This design comes from an exercise in tuning for small area, a short achievable clock period and few clock cycles per item on the open sky130 flow, not from production work. In this exercise RTL edits were held to simulation tests only and were not proved equivalent to the original. No activity file was given, so power comes from the tool's default toggle rates.

==> cedar <==
==> flow/design.v <==
`timescale 1ns/1ns
package mipsPkg;
    typedef enum logic [5:0] {
        OP_SPECIAL  = 6'b000000,
        OP_SPECIAL2 = 6'b011100,
        OP_ADDI     = 6'b001000,
        OP_ORI      = 6'b001101,
        OP_LUI      = 6'b001111
    } opcodeE;
    typedef enum logic [5:0] {
        FN_SLL  = 6'b000000,
        FN_MFHI = 6'b010000,
        FN_MTHI = 6'b010001,
        FN_MFLO = 6'b010010,
        FN_MTLO = 6'b010011,
        FN_MULT = 6'b011000,
        FN_DIV  = 6'b011010,
        FN_ADD  = 6'b100000,
        FN_SUB  = 6'b100010
    } funcE;
    typedef enum logic [5:0] {
        FN2_MADD = 6'b000000,
        FN2_MSUB = 6'b000100
    } func2E;
    typedef enum logic [1:0] {
        PH_IDLE, PH_RS, PH_EX
    } phaseE;
endpackage
`timescale 1ns/1ns
module instrDecode (
    input  logic [32-1:0]     ir,
    output logic                       isAdd,
    output logic                       isSub,
    output logic                       isSll,
    output logic                       isMfhi,
    output logic                       isMflo,
    output logic                       isMthi,
    output logic                       isMtlo,
    output logic                       isMult,
    output logic                       isDiv,
    output logic                       isMadd,
    output logic                       isMsub,
    output logic                       isAddi,
    output logic                       isOri,
    output logic                       isLui,
    output logic                       writesReg,
    output logic                       usesHiLo,
    output logic [5-1:0] destReg
);
    logic [5:0] op;
    logic [5:0] fn;
    logic       sp;
    logic       sp2;
    assign op  = ir[31:26];
    assign fn  = ir[5:0];
    assign sp  = (op == mipsPkg::OP_SPECIAL);
    assign sp2 = (op == mipsPkg::OP_SPECIAL2);
    assign isAdd  = sp && (fn == mipsPkg::FN_ADD);
    assign isSub  = sp && (fn == mipsPkg::FN_SUB);
    assign isSll  = sp && (fn == mipsPkg::FN_SLL);
    assign isMfhi = sp && (fn == mipsPkg::FN_MFHI);
    assign isMflo = sp && (fn == mipsPkg::FN_MFLO);
    assign isMthi = sp && (fn == mipsPkg::FN_MTHI);
    assign isMtlo = sp && (fn == mipsPkg::FN_MTLO);
    assign isMult = sp && (fn == mipsPkg::FN_MULT);
    assign isDiv  = sp && (fn == mipsPkg::FN_DIV);
    assign isMadd = sp2 && (fn == mipsPkg::FN2_MADD);
    assign isMsub = sp2 && (fn == mipsPkg::FN2_MSUB);
    assign isAddi = (op == mipsPkg::OP_ADDI);
    assign isOri  = (op == mipsPkg::OP_ORI);
    assign isLui  = (op == mipsPkg::OP_LUI);
    assign writesReg = isAdd || isSub || isSll || isMfhi || isMflo || isAddi || isOri || isLui;
    assign usesHiLo  = isMfhi || isMflo || isMthi || isMtlo || isMult || isDiv || isMadd || isMsub;
    assign destReg   = sp ? ir[15:11] : ir[20:16];
endmodule
`timescale 1ns/1ns
module regFile (
    input  logic                       clk,
    input  logic                       clear,
    input  logic [5-1:0] rdAddr,
    output logic [32-1:0]     rdData,
    input  logic                       wrEn,
    input  logic [5-1:0] wrAddr,
    input  logic [32-1:0]     wrData
);
    logic [32-1:0] regs [32];
    logic [32-1:0] wrValue;
    assign wrValue = clear ? '0 : wrData;
    always_ff @(posedge clk)
    begin
        for (int i = 0; i < 32; i++)
            if (clear || (wrEn && wrAddr == i[5-1:0]))
                regs[i] <= wrValue;
    end
    assign rdData = regs[rdAddr];
endmodule
`timescale 1ns/1ns
module aluExecute (
    input  logic [2*32-1:0] acc,
    input  logic [32-1:0]   bop,
    input  logic [7:0]               aByte,
    input  logic [1:0]               k,
    input  logic                     sub,
    output logic [2*32-1:0] sum
);
    logic [32+7:0]   pp;
    logic [2*32-1:0] x;
    assign pp  = bop * aByte;
    assign x   = {24'b0, pp} << {k, 3'b000};
    assign sum = acc + (x ^ {(2*32){sub}}) + {63'b0, sub};
endmodule
`timescale 1ns/1ns
module hiLoResult #(
    parameter int ROWS = 4
) (
    input  logic [2*32-1:0] rqIn,
    input  logic [32-1:0]   divisor,
    output logic [2*32-1:0] rqOut
);
    always_comb
    begin
        logic [2*32-1:0] rq;
        logic [32:0]     part;
        logic [32+1:0]   diff;
        rq = rqIn;
        for (int j = 0; j < ROWS; j++)
        begin
            part = {rq[2*32-1:32], rq[32-1]};
            diff = {1'b0, part} - {2'b00, divisor};
            if (!diff[32+1])
                rq = {diff[32-1:0], rq[32-2:0], 1'b1};
            else
                rq = {part[32-1:0], rq[32-2:0], 1'b0};
        end
        rqOut = rq;
    end
endmodule
`timescale 1ns/1ns
module mipsCore (
    input  logic                       clk,
    input  logic                       reset,
    input  logic                       instrReq,
    input  logic [32-1:0]     instr,
    output logic                       instrAck,
    output logic                       wbValid,
    output logic [5-1:0] wbReg,
    output logic [32-1:0]     wbData
);
    localparam int DW = 32;
    mipsPkg::phaseE phase;
    logic           resetQ;    
    logic [DW-1:0]  ir;
    logic [DW-1:0]  opA;       
    logic [DW-1:0]  opB;       
    logic [DW-1:0]  hi;
    logic [DW-1:0]  lo;
    logic           mulBusy;
    logic           mulSub;
    logic [1:0]     mulStep;
    logic           divBusy;
    logic [2:0]     divStep;
    logic isAdd, isSub, isSll, isMfhi, isMflo, isMthi, isMtlo;
    logic isMult, isDiv, isMadd, isMsub, isAddi, isOri, isLui;
    logic writesReg, usesHiLo;
    logic [5-1:0] destReg;
    instrDecode uDecode (
        .ir        (ir),
        .isAdd     (isAdd),
        .isSub     (isSub),
        .isSll     (isSll),
        .isMfhi    (isMfhi),
        .isMflo    (isMflo),
        .isMthi    (isMthi),
        .isMtlo    (isMtlo),
        .isMult    (isMult),
        .isDiv     (isDiv),
        .isMadd    (isMadd),
        .isMsub    (isMsub),
        .isAddi    (isAddi),
        .isOri     (isOri),
        .isLui     (isLui),
        .writesReg (writesReg),
        .usesHiLo  (usesHiLo),
        .destReg   (destReg)
    );
    logic inEx;
    logic exGo;
    logic rsGo;
    assign rsGo = (phase == mipsPkg::PH_RS) && !(mulBusy && mulStep != 2'd3);
    assign inEx = (phase == mipsPkg::PH_EX);
    assign exGo = inEx && !mulBusy && !(usesHiLo && divBusy);
    logic [5-1:0] rdAddr;
    logic [DW-1:0]              rdData;
    logic [DW-1:0]              result;
    assign rdAddr = inEx ? ir[20:16] : ir[25:21];
    regFile uRegFile (
        .clk    (clk),
        .clear  (resetQ),
        .rdAddr (rdAddr),
        .rdData (rdData),
        .wrEn   (exGo && writesReg),
        .wrAddr (destReg),
        .wrData (result)
    );
    logic [15:0]     imm;
    logic [2*DW-1:0] acc;
    logic [DW-1:0]   bop;
    logic [7:0]      aByte;
    logic [1:0]      k;
    logic            sub;
    logic [2*DW-1:0] sum;
    assign imm = ir[15:0];
    always_comb
    begin
        if (mulBusy)
        begin
            acc = {hi, lo};
            bop = opB;
            aByte = opA[8*mulStep +: 8];
            k = mulStep;
            sub = mulSub;
        end
        else
        begin
            acc = '0;
            bop = rdData;
            aByte = 8'd1;
            k = 2'd0;
            sub = isSub || isMsub;
            if (isMult || isMadd || isMsub)
                aByte = opA[7:0];
            if (isMadd || isMsub)
                acc = {hi, lo};
            if (isAdd || isSub || isAddi)
                acc = {{DW{1'b0}}, opA};
            if (isOri)
                acc = {{DW{1'b0}}, opA & ~{16'b0, imm}};
            if (isAddi)
                bop = {{16{imm[15]}}, imm};
            if (isOri || isLui)
                bop = {16'b0, imm};
            if (isLui)
                k = 2'd2;
            if (isSll)
            begin
                aByte = 8'd1 << ir[6+2:6];
                k = ir[10:6+3];
            end
        end
    end
    aluExecute uExecute (
        .acc   (acc),
        .bop   (bop),
        .aByte (aByte),
        .k     (k),
        .sub   (sub),
        .sum   (sum)
    );
    logic [2*DW-1:0] divIn;
    logic [2*DW-1:0] divOut;
    assign divIn = divBusy ? {hi, lo} : {{DW{1'b0}}, opA};
    hiLoResult uResult (
        .rqIn    (divIn),
        .divisor (divBusy ? opB : rdData),
        .rqOut   (divOut)
    );
    always_comb
    begin
        if (isMfhi)
            result = hi;
        else if (isMflo)
            result = lo;
        else
            result = sum[DW-1:0];
    end
    always_ff @(posedge clk)
    begin
        resetQ <= reset;
        if (reset)
        begin
            phase <= mipsPkg::PH_IDLE;
            instrAck <= 1'b0;
            wbValid <= 1'b0;
            mulBusy <= 1'b0;
            divBusy <= 1'b0;
        end
        else
        begin
            instrAck <= instrReq && (instrAck || phase == mipsPkg::PH_IDLE);
            wbValid <= exGo && writesReg;
            case (phase)
                mipsPkg::PH_IDLE: if (instrReq && !instrAck) phase <= mipsPkg::PH_RS;
                mipsPkg::PH_RS:   if (rsGo) phase <= mipsPkg::PH_EX;
                default:          if (exGo) phase <= mipsPkg::PH_IDLE;
            endcase
            if (mulBusy)
            begin
                mulStep <= mulStep + 2'd1;
                if (mulStep == 2'd3)
                    mulBusy <= 1'b0;
            end
            else if (exGo && (isMult || isMadd || isMsub))
            begin
                mulBusy <= 1'b1;
                mulStep <= 2'd1;
                mulSub <= isMsub;
            end
            if (divBusy)
            begin
                divStep <= divStep + 3'd1;
                if (divStep == 3'd7)
                    divBusy <= 1'b0;
            end
            else if (exGo && isDiv)
            begin
                divBusy <= 1'b1;
                divStep <= 3'd1;
            end
        end
    end
    always_ff @(posedge clk)
    begin
        if (phase == mipsPkg::PH_IDLE)
            ir <= instr;
        if (rsGo)
            opA <= rdData;
        if (exGo && (isMult || isMadd || isMsub || isDiv))
            opB <= rdData;
        wbReg <= destReg;
        wbData <= result;
    end
    always_ff @(posedge clk)
    begin
        if (resetQ)
        begin
            hi <= '0;
            lo <= '0;
        end
        else if (mulBusy || (exGo && (isMult || isMadd || isMsub)))
        begin
            {hi, lo} <= sum;
        end
        else if (divBusy || (exGo && isDiv))
        begin
            {hi, lo} <= divOut;
        end
        else if (exGo && isMthi)
        begin
            hi <= opA;
        end
        else if (exGo && isMtlo)
        begin
            lo <= opA;
        end
    end
endmodule
==> flow/run.sh <==
#!/bin/bash
# synth_recipe.tcl (not shown) runs the flow's synth.tcl, then flattens the netlist and writes it again
# the make line also repeats each setting of config.mk as NAME=value (left out here)
make -C /OpenROAD-flow-scripts/flow DESIGN_CONFIG=/design/flow/config.mk WORK_HOME=/design/flow/orfs CLKGATE_MAP_FILE= SYNTH_SCRIPT=/design/flow/synth_recipe.tcl finish
==> flow/config.mk <==
export PLATFORM = sky130hd
export DESIGN_NAME = mipsCore
export DESIGN_NICKNAME = mipsCore
export VERILOG_FILES = /design/flow/design.v
export SDC_FILE = /design/flow/constraint.sdc
export NUM_CORES = 4
export LEC_CHECK = 0
export CAP_MARGIN = 20
export CORE_MARGIN = 2
export CORE_UTILIZATION = 40
export SLEW_MARGIN = 20
==> flow/constraint.sdc <==
create_clock -name core_clock -period 100.0 [get_ports {clk}]
set_input_delay 20.0000 -clock core_clock [delete_from_list [all_inputs] [get_ports {clk}]]
set_output_delay 20.0000 -clock core_clock [all_outputs]
set_load 0.01 [all_outputs]
==> juniper (differences from cedar) <==
==> flow/design.v, changed modules only <==
module bkAdd #(
    parameter int W = 32,
    parameter int L = 5     
) (
    input  logic [W-1:0] a,
    input  logic [W-1:0] b,
    input  logic         ci,
    output logic [W-1:0] s
);
    always_comb
    begin
        logic [W-1:0] g;
        logic [W-1:0] p;
        logic [W-1:0] gg;
        logic [W-1:0] pp;
        g = a & b;
        p = a ^ b;
        gg = g;
        pp = p;
        gg[0] = g[0] | (p[0] & ci);
        for (int l = 0; l < L; l++)
            for (int i = 0; i < W; i++)
                if (((i + 1) % (2 << l)) == 0)
                begin
                    gg[i] = gg[i] | (pp[i] & gg[i - (1 << l)]);
                    pp[i] = pp[i] & pp[i - (1 << l)];
                end
        for (int l = L - 2; l >= 0; l--)
            for (int i = 0; i < W; i++)
                if (((i + 1) % (2 << l)) == (1 << l) && i >= (2 << l))
                begin
                    gg[i] = gg[i] | (pp[i] & gg[i - (1 << l)]);
                    pp[i] = pp[i] & pp[i - (1 << l)];
                end
        s[0] = p[0] ^ ci;
        for (int i = 1; i < W; i++)
            s[i] = p[i] ^ gg[i-1];
    end
endmodule
module aluExecute (
    input  logic [2*32-1:0] acc,
    input  logic [32-1:0]   bop,
    input  logic [7:0]               aByte,
    input  logic [1:0]               k,
    input  logic                     sub,
    output logic [2*32-1:0] sum
);
    logic [32+7:0]   pp;
    logic [2*32-1:0] x;
    assign pp  = bop * aByte;
    assign x   = {24'b0, pp} << {k, 3'b000};
    bkAdd #(.W(2*32), .L(6)) uAdd (
        .a  (acc),
        .b  (x ^ {(2*32){sub}}),
        .ci (sub),
        .s  (sum)
    );
endmodule
module hiLoResult #(
    parameter int ROWS = 2
) (
    input  logic [2*32-1:0] rqIn,
    input  logic [32-1:0]   divisor,
    output logic [2*32-1:0] rqOut
);
    localparam int DW = 32;
    logic [2*DW-1:0] rq [ROWS+1];
    assign rq[0] = rqIn;
    for (genvar j = 0; j < ROWS; j++)
    begin : gRow
        logic [DW:0] part;
        logic [DW:0] diff;
        logic        ge;
        assign part = {rq[j][2*DW-1:DW], rq[j][DW-1]};
        bkAdd #(.W(DW+1), .L(6)) uSub (
            .a  (part),
            .b  ({1'b1, ~divisor}),
            .ci (1'b1),
            .s  (diff)
        );
        assign ge = part[DW] | ~diff[DW];
        assign rq[j+1] = ge ? {diff[DW-1:0], rq[j][DW-2:0], 1'b1}
                            : {part[DW-1:0], rq[j][DW-2:0], 1'b0};
    end
    assign rqOut = rq[ROWS];
endmodule
module mipsCore (
    input  logic                       clk,
    input  logic                       reset,
    input  logic                       instrReq,
    input  logic [32-1:0]     instr,
    output logic                       instrAck,
    output logic                       wbValid,
    output logic [5-1:0] wbReg,
    output logic [32-1:0]     wbData
);
    localparam int DW = 32;
    mipsPkg::phaseE phase;
    logic           resetQ;    
    logic [DW-1:0]  ir;
    logic [DW-1:0]  opA;       
    logic [DW-1:0]  opB;       
    logic [DW-1:0]  hi;
    logic [DW-1:0]  lo;
    logic           mulBusy;
    logic           mulSub;
    logic [1:0]     mulStep;
    logic           divBusy;
    logic           divZero;
    logic [3:0]     divStep;
    logic isAdd, isSub, isSll, isMfhi, isMflo, isMthi, isMtlo;
    logic isMult, isDiv, isMadd, isMsub, isAddi, isOri, isLui;
    logic writesReg, usesHiLo;
    logic [5-1:0] destReg;
    instrDecode uDecode (
        .ir        (ir),
        .isAdd     (isAdd),
        .isSub     (isSub),
        .isSll     (isSll),
        .isMfhi    (isMfhi),
        .isMflo    (isMflo),
        .isMthi    (isMthi),
        .isMtlo    (isMtlo),
        .isMult    (isMult),
        .isDiv     (isDiv),
        .isMadd    (isMadd),
        .isMsub    (isMsub),
        .isAddi    (isAddi),
        .isOri     (isOri),
        .isLui     (isLui),
        .writesReg (writesReg),
        .usesHiLo  (usesHiLo),
        .destReg   (destReg)
    );
    logic inEx;
    logic exGo;
    logic rsGo;
    logic isMul;
    assign inEx  = (phase == mipsPkg::PH_EX);
    assign exGo  = inEx && !mulBusy && !(usesHiLo && divBusy);
    assign isMul = isMult || isMadd || isMsub;
    assign rsGo  = (phase == mipsPkg::PH_RS) && !(mulBusy && mulStep != 2'd3);
    logic [5-1:0] rdAddr;
    logic [DW-1:0]              rdData;
    logic [DW-1:0]              result;
    assign rdAddr = inEx ? ir[20:16] : ir[25:21];
    regFile uRegFile (
        .clk    (clk),
        .clear  (resetQ),
        .rdAddr (rdAddr),
        .rdData (rdData),
        .wrEn   (exGo && writesReg),
        .wrAddr (destReg),
        .wrData (result)
    );
    logic [15:0]     imm;
    logic [2*DW-1:0] acc;
    logic [DW-1:0]   bop;
    logic [7:0]      aByte;
    logic [1:0]      k;
    logic            sub;
    logic [2*DW-1:0] sum;
    assign imm = ir[15:0];
    always_comb
    begin
        if (mulBusy)
        begin
            acc = {hi, lo};
            bop = opB;
            aByte = opA[8*mulStep +: 8];
            k = mulStep;
            sub = mulSub;
        end
        else
        begin
            acc = '0;
            bop = rdData;
            aByte = 8'd1;
            k = 2'd0;
            sub = isSub || isMsub;
            if (isMul)
                aByte = opA[7:0];
            if (isMadd || isMsub)
                acc = {hi, lo};
            if (isAdd || isSub || isAddi)
                acc = {{DW{1'b0}}, opA};
            if (isOri)
                acc = {{DW{1'b0}}, opA & ~{16'b0, imm}};
            if (isAddi)
                bop = {{16{imm[15]}}, imm};
            if (isOri || isLui)
                bop = {16'b0, imm};
            if (isLui)
                k = 2'd2;
            if (isSll)
            begin
                aByte = 8'd1 << ir[6+2:6];
                k = ir[10:6+3];
            end
        end
    end
    aluExecute uExecute (
        .acc   (acc),
        .bop   (bop),
        .aByte (aByte),
        .k     (k),
        .sub   (sub),
        .sum   (sum)
    );
    logic            divShort;
    logic            divisorZero;
    logic [2*DW-1:0] divOut;
    logic [DW:0]     ltChain;   
    assign divisorZero = (rdData == '0);
    assign ltChain[0] = 1'b0;
    for (genvar i = 0; i < DW; i++)
    begin : gLt
        logic a;
        assign a = (i < DW - 2) ? opA[i+2] : 1'b0;
        assign ltChain[i+1] = (~a & rdData[i]) | (~(a ^ rdData[i]) & ltChain[i]);
    end
    assign divShort = divisorZero || ltChain[DW];
    hiLoResult uResult (
        .rqIn    ({hi, lo}),
        .divisor (opB),
        .rqOut   (divOut)
    );
    always_comb
    begin
        if (isMfhi)
            result = hi;
        else if (isMflo)
            result = lo;
        else
            result = sum[DW-1:0];
    end
    always_ff @(posedge clk)
    begin
        resetQ <= reset;
        if (reset)
        begin
            phase <= mipsPkg::PH_IDLE;
            instrAck <= 1'b0;
            wbValid <= 1'b0;
            mulBusy <= 1'b0;
            divBusy <= 1'b0;
        end
        else
        begin
            instrAck <= instrReq && (instrAck || phase == mipsPkg::PH_IDLE);
            wbValid <= exGo && writesReg;
            case (phase)
                mipsPkg::PH_IDLE: if (instrReq && !instrAck) phase <= mipsPkg::PH_RS;
                mipsPkg::PH_RS:   if (rsGo) phase <= mipsPkg::PH_EX;
                default:          if (exGo) phase <= mipsPkg::PH_IDLE;
            endcase
            if (mulBusy)
            begin
                mulStep <= mulStep + 2'd1;
                if (mulStep == 2'd3)
                    mulBusy <= 1'b0;
            end
            else if (exGo && isMul)
            begin
                mulBusy <= 1'b1;
                mulStep <= 2'd1;
                mulSub <= isMsub;
            end
            if (divBusy)
            begin
                divStep <= divStep + 4'd1;
                if (divStep == 4'd15)
                    divBusy <= 1'b0;
            end
            else if (exGo && isDiv)
            begin
                divBusy <= 1'b1;
                divStep <= divShort ? 4'd15 : 4'd0;
                divZero <= divisorZero;
            end
        end
    end
    always_ff @(posedge clk)
    begin
        if (phase == mipsPkg::PH_IDLE)
            ir <= instr;
        if (rsGo)
            opA <= rdData;
        if (exGo && (isMul || isDiv))
            opB <= rdData;
        wbReg <= destReg;
        wbData <= result;
    end
    always_ff @(posedge clk)
    begin
        if (resetQ)
        begin
            hi <= '0;
            lo <= '0;
        end
        else if (mulBusy || (exGo && isMul))
        begin
            {hi, lo} <= sum;
        end
        else if (divBusy)
        begin
            hi <= divOut[2*DW-1:DW];
            lo <= divOut[DW-1:0] | {DW{divZero}};
        end
        else if (exGo && isDiv)
        begin
            {hi, lo} <= divShort ? {2'b0, opA, 30'b0} : {{DW{1'b0}}, opA};
        end
        else if (exGo && isMthi)
        begin
            hi <= opA;
        end
        else if (exGo && isMtlo)
        begin
            lo <= opA;
        end
    end
endmodule
==> flow/flow/run.sh (new file) <==
#!/bin/bash
# The standard layout, with faster port buffers than buffer_ports picks by
# default (the ports still get one buffer each).
set -euo pipefail
export BUFFER_PORTS_ARGS="-buffer_cell sky130_fd_sc_hd__buf_4"
bash standard.sh > standard_flow.log 2>&1
==> flow/standard.sh (new file) <==
#!/bin/bash
# synth_recipe.tcl (not shown) runs the flow's synth.tcl, then flattens the netlist and writes it again
# the make line also repeats each setting of config.mk as NAME=value (left out here)
make -C /OpenROAD-flow-scripts/flow DESIGN_CONFIG=/design/flow/config.mk WORK_HOME=/design/flow/orfs CLKGATE_MAP_FILE= SYNTH_SCRIPT=/design/flow/synth_recipe.tcl "${@:-finish}"
- CORE_UTILIZATION: 40 -> 55
- CTS_CLUSTER_DIAMETER: default -> 150
- CTS_CLUSTER_SIZE: default -> 20
- PLACE_DENSITY: default -> 0.7
removed: flow/run.sh
==> qor summary <==
quantity                                                              cedar     juniper
Tot Pwr                                                            1.754 mW    1.504 mW
Met2 routing resource usage after global routing                     0.4771      0.5372
Multiplexer area fraction after synthesis                           0.01918     0.02630
Outcome                                    no timing/DRC/antenna violations  no timing/DRC/antenna violations
Number of filler cells placed in the layout                           15500        9340
Power in sequential cells                                          0.733 mW    0.745 mW
Number of detailed-routing iterations run before antenna repair           6           9
Length in cells of the worst reg-to-reg path                             69          47
Netlist cell types                                                      100          95
Final critical delay including setup and external delays           21680 ps    21150 ps
Reg clk slew, reported paths                                          60 ps       90 ps
Fin Hold WS                                                        501.9 ps    503.6 ps
Average cell area after synthesis                                 11.45 µm²   12.35 µm²
Testbench counts of cedar, summed over its fixed seeds: cycles 19,682, instrs 4,800.
Testbench counts of juniper, summed over its fixed seeds: cycles 19,534, instrs 4,800.

-- separate check: timing with driven ports --
Ports are ideal in the flow. The routed layouts listed here were re-timed in OpenROAD.
Step 1: set_driving_cell puts a clkbuf_16 on clk and a buf_2 on each other input, an assumption about the parent block.
Step 2, shift: input delay + t, output delay - t, t = (earliest + latest rising clock arrival at the registers) / 2. This alone moves slack from input paths to output paths.
Three values: ideal ports, drivers, drivers and shift; two values: the first two.
run	shift t [ns]	setup WS [ns]	worst setup path after step 2	latest minus earliest clock arrival (ns)
cedar	0.855	78.319 / 78.247 / 78.751	input to register	0.054 / 0.054
juniper	0.736	78.850 / 78.775 / 79.054	input to register	0.042 / 0.041
After both steps every run listed still meets setup and hold.
